Source: an optimization exercise on an open RTL-to-GDS flow (aim: small area). Production flows keep margins and buffers that such runs may drop. Only simulation tests tie the RTL to the original design; equivalence was not proved. Power is estimated from default activity; no workload was simulated.

==> design/flow/design.v <==
package reg_file_pkg;
  localparam int REG_DATA_W   = 32;
  localparam int REG_ADDR_W   = 5;
  localparam int REG_NUM      = 32;
  localparam int REG_NUM_LOG2 = 5;
  localparam logic [REG_DATA_W-1:0] ZERO_WORD    = '0;
  localparam logic [REG_ADDR_W-1:0] NOP_REG_ADDR = '0;
  localparam logic WRITE_ENABLE  = 1'b1;
  localparam logic WRITE_DISABLE = 1'b0;
  localparam logic READ_ENABLE   = 1'b1;
  localparam logic READ_DISABLE  = 1'b0;
endpackage
module reg_file_rd_port
#(
  parameter int DATA_W = reg_file_pkg::REG_DATA_W,
  parameter int ADDR_W = reg_file_pkg::REG_ADDR_W
) (
  input  logic              rst,
  input  logic              re,
  input  logic [ADDR_W-1:0] raddr,
  input  logic              we,
  input  logic [ADDR_W-1:0] waddr,
  input  logic [DATA_W-1:0] wdata,
  input  logic [DATA_W-1:0] rword,
  output logic [DATA_W-1:0] rdata
);
  always_comb begin
    rdata = reg_file_pkg::ZERO_WORD;
    if (rst) begin
      rdata = reg_file_pkg::ZERO_WORD;
    end else if (re == reg_file_pkg::READ_DISABLE) begin
      rdata = reg_file_pkg::ZERO_WORD;
    end else if (raddr == reg_file_pkg::NOP_REG_ADDR) begin
      rdata = reg_file_pkg::ZERO_WORD;
    end else if ((we == reg_file_pkg::WRITE_ENABLE) && (waddr == raddr)) begin
      rdata = wdata;
    end else begin
      rdata = rword;
    end
  end
endmodule
module reg_file
#(
  parameter int DATA_W   = reg_file_pkg::REG_DATA_W,
  parameter int ADDR_W   = reg_file_pkg::REG_ADDR_W,
  parameter int NUM_REGS = reg_file_pkg::REG_NUM
) (
  input  logic              clk,
  input  logic              rst,
  input  logic              we,
  input  logic [ADDR_W-1:0] waddr,
  input  logic [DATA_W-1:0] wdata,
  input  logic              re1,
  input  logic [ADDR_W-1:0] raddr1,
  output logic [DATA_W-1:0] rdata1,
  input  logic              re2,
  input  logic [ADDR_W-1:0] raddr2,
  output logic [DATA_W-1:0] rdata2
);
  logic [DATA_W-1:0] regs_q [NUM_REGS];
  logic [DATA_W-1:0] regs_d [NUM_REGS];
  always_comb begin
    for (int i = 0; i < NUM_REGS; i++) begin
      regs_d[i] = regs_q[i];
    end
    if ((we == reg_file_pkg::WRITE_ENABLE) && (waddr != reg_file_pkg::NOP_REG_ADDR)) begin
      regs_d[waddr] = wdata;
    end
    regs_d[0] = reg_file_pkg::ZERO_WORD;
  end
  always_ff @(posedge clk) begin
    if (rst) begin
      for (int i = 0; i < NUM_REGS; i++) begin
        regs_q[i] <= reg_file_pkg::ZERO_WORD;
      end
    end else begin
      for (int i = 0; i < NUM_REGS; i++) begin
        regs_q[i] <= regs_d[i];
      end
    end
  end
  reg_file_rd_port #(.DATA_W(DATA_W), .ADDR_W(ADDR_W)) u_rd_port1 (
    .rst   (rst),
    .re    (re1),
    .raddr (raddr1),
    .we    (we),
    .waddr (waddr),
    .wdata (wdata),
    .rword (regs_q[raddr1]),
    .rdata (rdata1)
  );
  reg_file_rd_port #(.DATA_W(DATA_W), .ADDR_W(ADDR_W)) u_rd_port2 (
    .rst   (rst),
    .re    (re2),
    .raddr (raddr2),
    .we    (we),
    .waddr (waddr),
    .wdata (wdata),
    .rword (regs_q[raddr2]),
    .rdata (rdata2)
  );
endmodule
==> design/flow/run.sh <==
#!/bin/bash
# synth_recipe.tcl (not shown) runs the flow's synth.tcl, then flattens the netlist and writes it again
# the make line also repeats each setting of config.mk as NAME=value (left out here)
make -C /OpenROAD-flow-scripts/flow DESIGN_CONFIG=/design/flow/config.mk WORK_HOME=/design/flow/orfs CLKGATE_MAP_FILE= SYNTH_SCRIPT=/design/flow/synth_recipe.tcl finish
==> design/flow/config.mk <==
export PLATFORM = sky130hd
export DESIGN_NAME = reg_file
export DESIGN_NICKNAME = reg_file
export VERILOG_FILES = /design/flow/design.v
export SDC_FILE = /design/flow/constraint.sdc
export NUM_CORES = 4
export LEC_CHECK = 0
export CAP_MARGIN = 20
export CORE_MARGIN = 2
export CORE_UTILIZATION = 25
export PLACE_DENSITY = 0.35
export SLEW_MARGIN = 20
==> design/flow/constraint.sdc <==
create_clock -name core_clock -period 8.0 [get_ports {clk}]
set_input_delay 1.6000 -clock core_clock [delete_from_list [all_inputs] [get_ports {clk}]]
set_output_delay 1.6000 -clock core_clock [all_outputs]
set_load 0.01 [all_outputs]
==> run summary <==
## cell usage after synthesis, drive strengths merged, types with 3 or more instances
cell     number
or3           7
nor2        155
nand4       124
and3        315
nand3b        9
a221oi       21
a2111oi     100
o22ai         3
nand2      2163
nor2b        15
a32oi         6
nand4b        6
nor4b         4
clkbuf      535
a21oi      1042
a41oi         5
o211ai       10
a22o         11
nor3b         7
a31oi        18
and2          5
buf         151
mux2          4
o31ai        32
a31o          5
dfxtp       992
o21ai        68
nand2b       21
or3b          7
and4          4
nor3         26
a211oi       12
xor2          8
inv          10
a22oi       622
mux2i        28
a21o          7
or2          13
and3b         6
nand3        98
nor4         67
## worst reg2reg max path, cell delays in order (launching register included)
cell and delay (ps):
dfxtp_1 610, nand2_1 90, a21oi_1 160
## report_power, final
part / switching, mW / internal [mW]
Sequential: 0.0466 / 4.98
Combinational: 0.843 / 0.178
Clock: 2.55 / 3.52
Total: 3.44 / 8.67
## area by class of cell
cell class                 instances  area, um^2  share of cell area [%]
sequential                       992       19900                    34.1
clock inverter                    39         435                   0.747
timing repair buffer             450        4030                    6.91
tap                             2542        3180                    5.46
inverter                          10        37.5                  0.0644
multi-input combinational       5074       26900                    46.1
antenna                           40         100                   0.172
clock buffer                     187        3760                    6.45
## cells by family (layout without fill, tap and decap cells)
group | Yosys count | count (layout) | synth area share [%]
and+or+nand+nor | 3056 | 3056 | 27.4
AOI/OAI and AO/OA | 1976 | 1976 | 25.1
DFF | 992 | 992 | 40.7
buffers and inverters | 696 | 686 | 5.93
muxes | 32 | 32 | 0.667
xor gates and xnor gates | 10 | 10 | 0.180
other | 0 | 40 | 0
## routing by layer
layer,vias to the layer above,global-route usage [%]
li1,23600,-
met1,29900,51.4
met2,5034,59.4
met3,1565,11.6
met4,32,29.5
met5,-,0.244
## path summary, 6_finish.rpt
check	startpoint	cells after the start	end
max	raddr2[2]	8	rdata2[30]
max reg2reg	regs_q[4][29]	2	regs_q[4][29]
min	regs_q[7][28]	2	regs_q[7][28]
min reg2reg	regs_q[7][28]	2	regs_q[7][28]
## stage by stage
step | std cells | area [um^2] | setup WS (ps)
after floorplan | 6762 | 48800 | 3150
after global placement | 9062 | 53800 | 67.9
after detailed placement | 9066 | 53900 | 755
after CTS | 9292 | 58100 | 739
after global routing | 9299 | 58200 | 694
final | 9334 | 58300 | 556
## cell usage in the layout (no fill, tap or decap), types with 8 or more instances in the layout
cell type,synthesis,final
nand2_1,2161,2127
a21oi_1,1042,1042
dfxtp_1,992,992
a22oi_1,622,622
and3_1,314,313
buf_4,13,306
clkbuf_16,0,133
nand4_1,124,124
clkdlybuf4s50_1,0,104
nand3_1,98,98
a2111oi_0,100,97
nor2_4,0,85
nor2_1,132,68
nor4_1,66,64
diode_2,0,40
o21ai_0,38,38
nand2_2,1,33
o31ai_1,32,32
clkbuf_1,506,31
o21ai_1,30,30
mux2i_1,28,28
buf_12,0,26
clkbuf_8,0,23
nand2b_1,21,21
a221oi_1,21,21
clkinv_2,0,19
a31oi_1,18,18
or2_2,13,13
nor3_1,25,13
a211oi_1,12,12
nor3_2,1,12
a22o_1,11,11
o211ai_1,10,10
buf_2,126,9
xor2_1,8,8
nor2b_1,15,8
bufinv_16,0,8
==> key figures <==
Clock tree
  • Clk sink count: 992
  • CTS buffer count: 131
  • H-tree lvl count: 4
  • Longest Clk Path Bufs: 3
  • PostCTS Resize Cnt: 0
  • CTS tree: yes
  • Hold buffer count at CTS: 0
  • Post-CTS setup buffers: 0
  • Reg clk slew, reported paths: ~60 ps
  • CTS Root Cell: clkbuf_16
  • Worst-Skew Late Latency: 820 ps

Timing
  • FMAX: 0.134 GHz
  • Final hold vios: 0
  • Clock Skew: 0 ps
  • WHS: 461 ps
  • Final Cycle Share: just over 90%
  • Final setup viols: 0
  • Slew HR: 6.51%
  • Max Slew Vio Count: 0
  • RSZ-0062 raised after global routing: no
  • Min cycle time layout: 7440 ps
  • Total Negative Setup Slacks: 0 ps
  • Measured slew at the worst slew-check pin: 1400 ps

Synthesis
  • Ys Warns: 6
  • Distinct cells, synth: 75
  • Seq/Total Area, Yosys: 40.7%
  • Syn_area_per_cell: 7.21 um^2
  • Area leader, netlist: dfxtp_1
  • Mapped Nets: approximately 6,800
  • Top post-synthesis cells by area: dfxtp_1 (41%), nand2_1 (17%), a21oi_1 (11%)
  • Yosys top cell area share: 40.7%
  • Synth async-reset ratio: 0%
  • Register bit total from synthesis: 992
  • Post-synth EDFFs: 0
  • Cell area after synthesis: just under 0.05 mm^2
  • Ys flop type: dfxtp_1
  • Gate Count Post-Synth: 6,762

Power and ir drop
  • Leakage: slightly below 20 nW
  • Peak VDD IR: approximately 0.23 mV
  • Pwr/cell area: 208 mW/mm^2
  • Tot Pwr: between 10 and 15 mW

Die
  • Width of the die: 446 um
  • Site Rows: 162
  • Core area: 0.194 mm^2
  • Initial core utilization: 25.1%
  • Die area: 0.199 mm^2
  • Die Y: 446 um
  • I/O pin total: 116

Route
  • Highest metal used: met5
  • Final WL: about 420,000 um
  • Post-DR wirelength/cell: 45.2 um
  • Metal-1 WL: 163,000 um
  • Vias per cell: 6.45
  • First-pass DRT Iterations: 9
  • Met2 wire len: 176,000 um
  • Remaining DRCs: 0
  • ANT nets after route: 0
  • WL met3: about 47,000 um
  • DR iter-0 viols: 10,800
  • Via count: 60,200

Outcome
  • Status: timing/DRC/antenna clean

Critical path
  • Crit path kind: primary input to primary output
  • Top delay family on crit path: simple AND/OR/NAND/NOR gates
  • Slowest cell on crit path: nor4_1
  • Worst setup SP type: primary input
  • Critical Path, Cell by Cell: buf_2 -> and3_2 -> and3_1 -> a2111oi_1 -> nand4_1 -> nor4_1 -> o31ai_1 -> clkdlybuf4s50_1
  • Worst-path maximum fanout: 26
  • Crit path buffers/inverters: 2
  • WP data arrival: around 5800 ps
  • Delay of the slowest cell on the worst path: between 800 and 900 ps
  • Worst reg-to-reg setup slack: slightly above 7000 ps
  • Crit path required time: 6400 ps
  • Crit path capture type: primary output

Place
  • RD Place Congestion: 0.998
  • IO Port Bufs: between 100 and 150
  • Dpl hpwl: 264,000 um

Final layout
  • Fin util: 30.0%
  • Largest regs: regs_q (992)
  • Number of fill cells: about 21,000
  • Max reg flops: 992
  • Share of layout cells above drive strength 1: 10.8%
  • Layout Nets: about 6,700
  • Biggest register: regs_q
  • Syn-to-layout area delta: 19.5%

GRT
  • First-pass GRT wire length: 541,000 um
  • Largest net degree at the start of global routing: 180
  • Grt ovf: 0
  • Vias in the first global route: between 50,000 and 60,000
  • Gr usage total: between 40% and 50%
  • Initial antenna violation count: 64

Job
  • Max cap viols: 0

Worst hold path
  • Hold Crit Class: register to register

-- afterwards: timing with drivers on the ports --
No port has a modelled driver above. Below, the same layout with a new extraction and two added sets of constraints. Step 1 assumes that a clkbuf_16 drives the clock port and a buf_2 every other input. Step 2 also shifts input and output timing later by t, the mid clock arrival at the registers, as if the neighbouring blocks saw the same clock. Three values: ideal, step 1, step 2; two values: the first two.
t, ns: 0.911
setup WS [ns]: 0.556 / 0.400 / 0.400
worst setup path at the end: input to output
worst register clock-pin slew, ns: 0.07 / 0.07
After both steps this run still meets setup and hold. For this run, drivers alone change the setup slack by -0.156 ns; drivers and shift together by -0.156 ns.
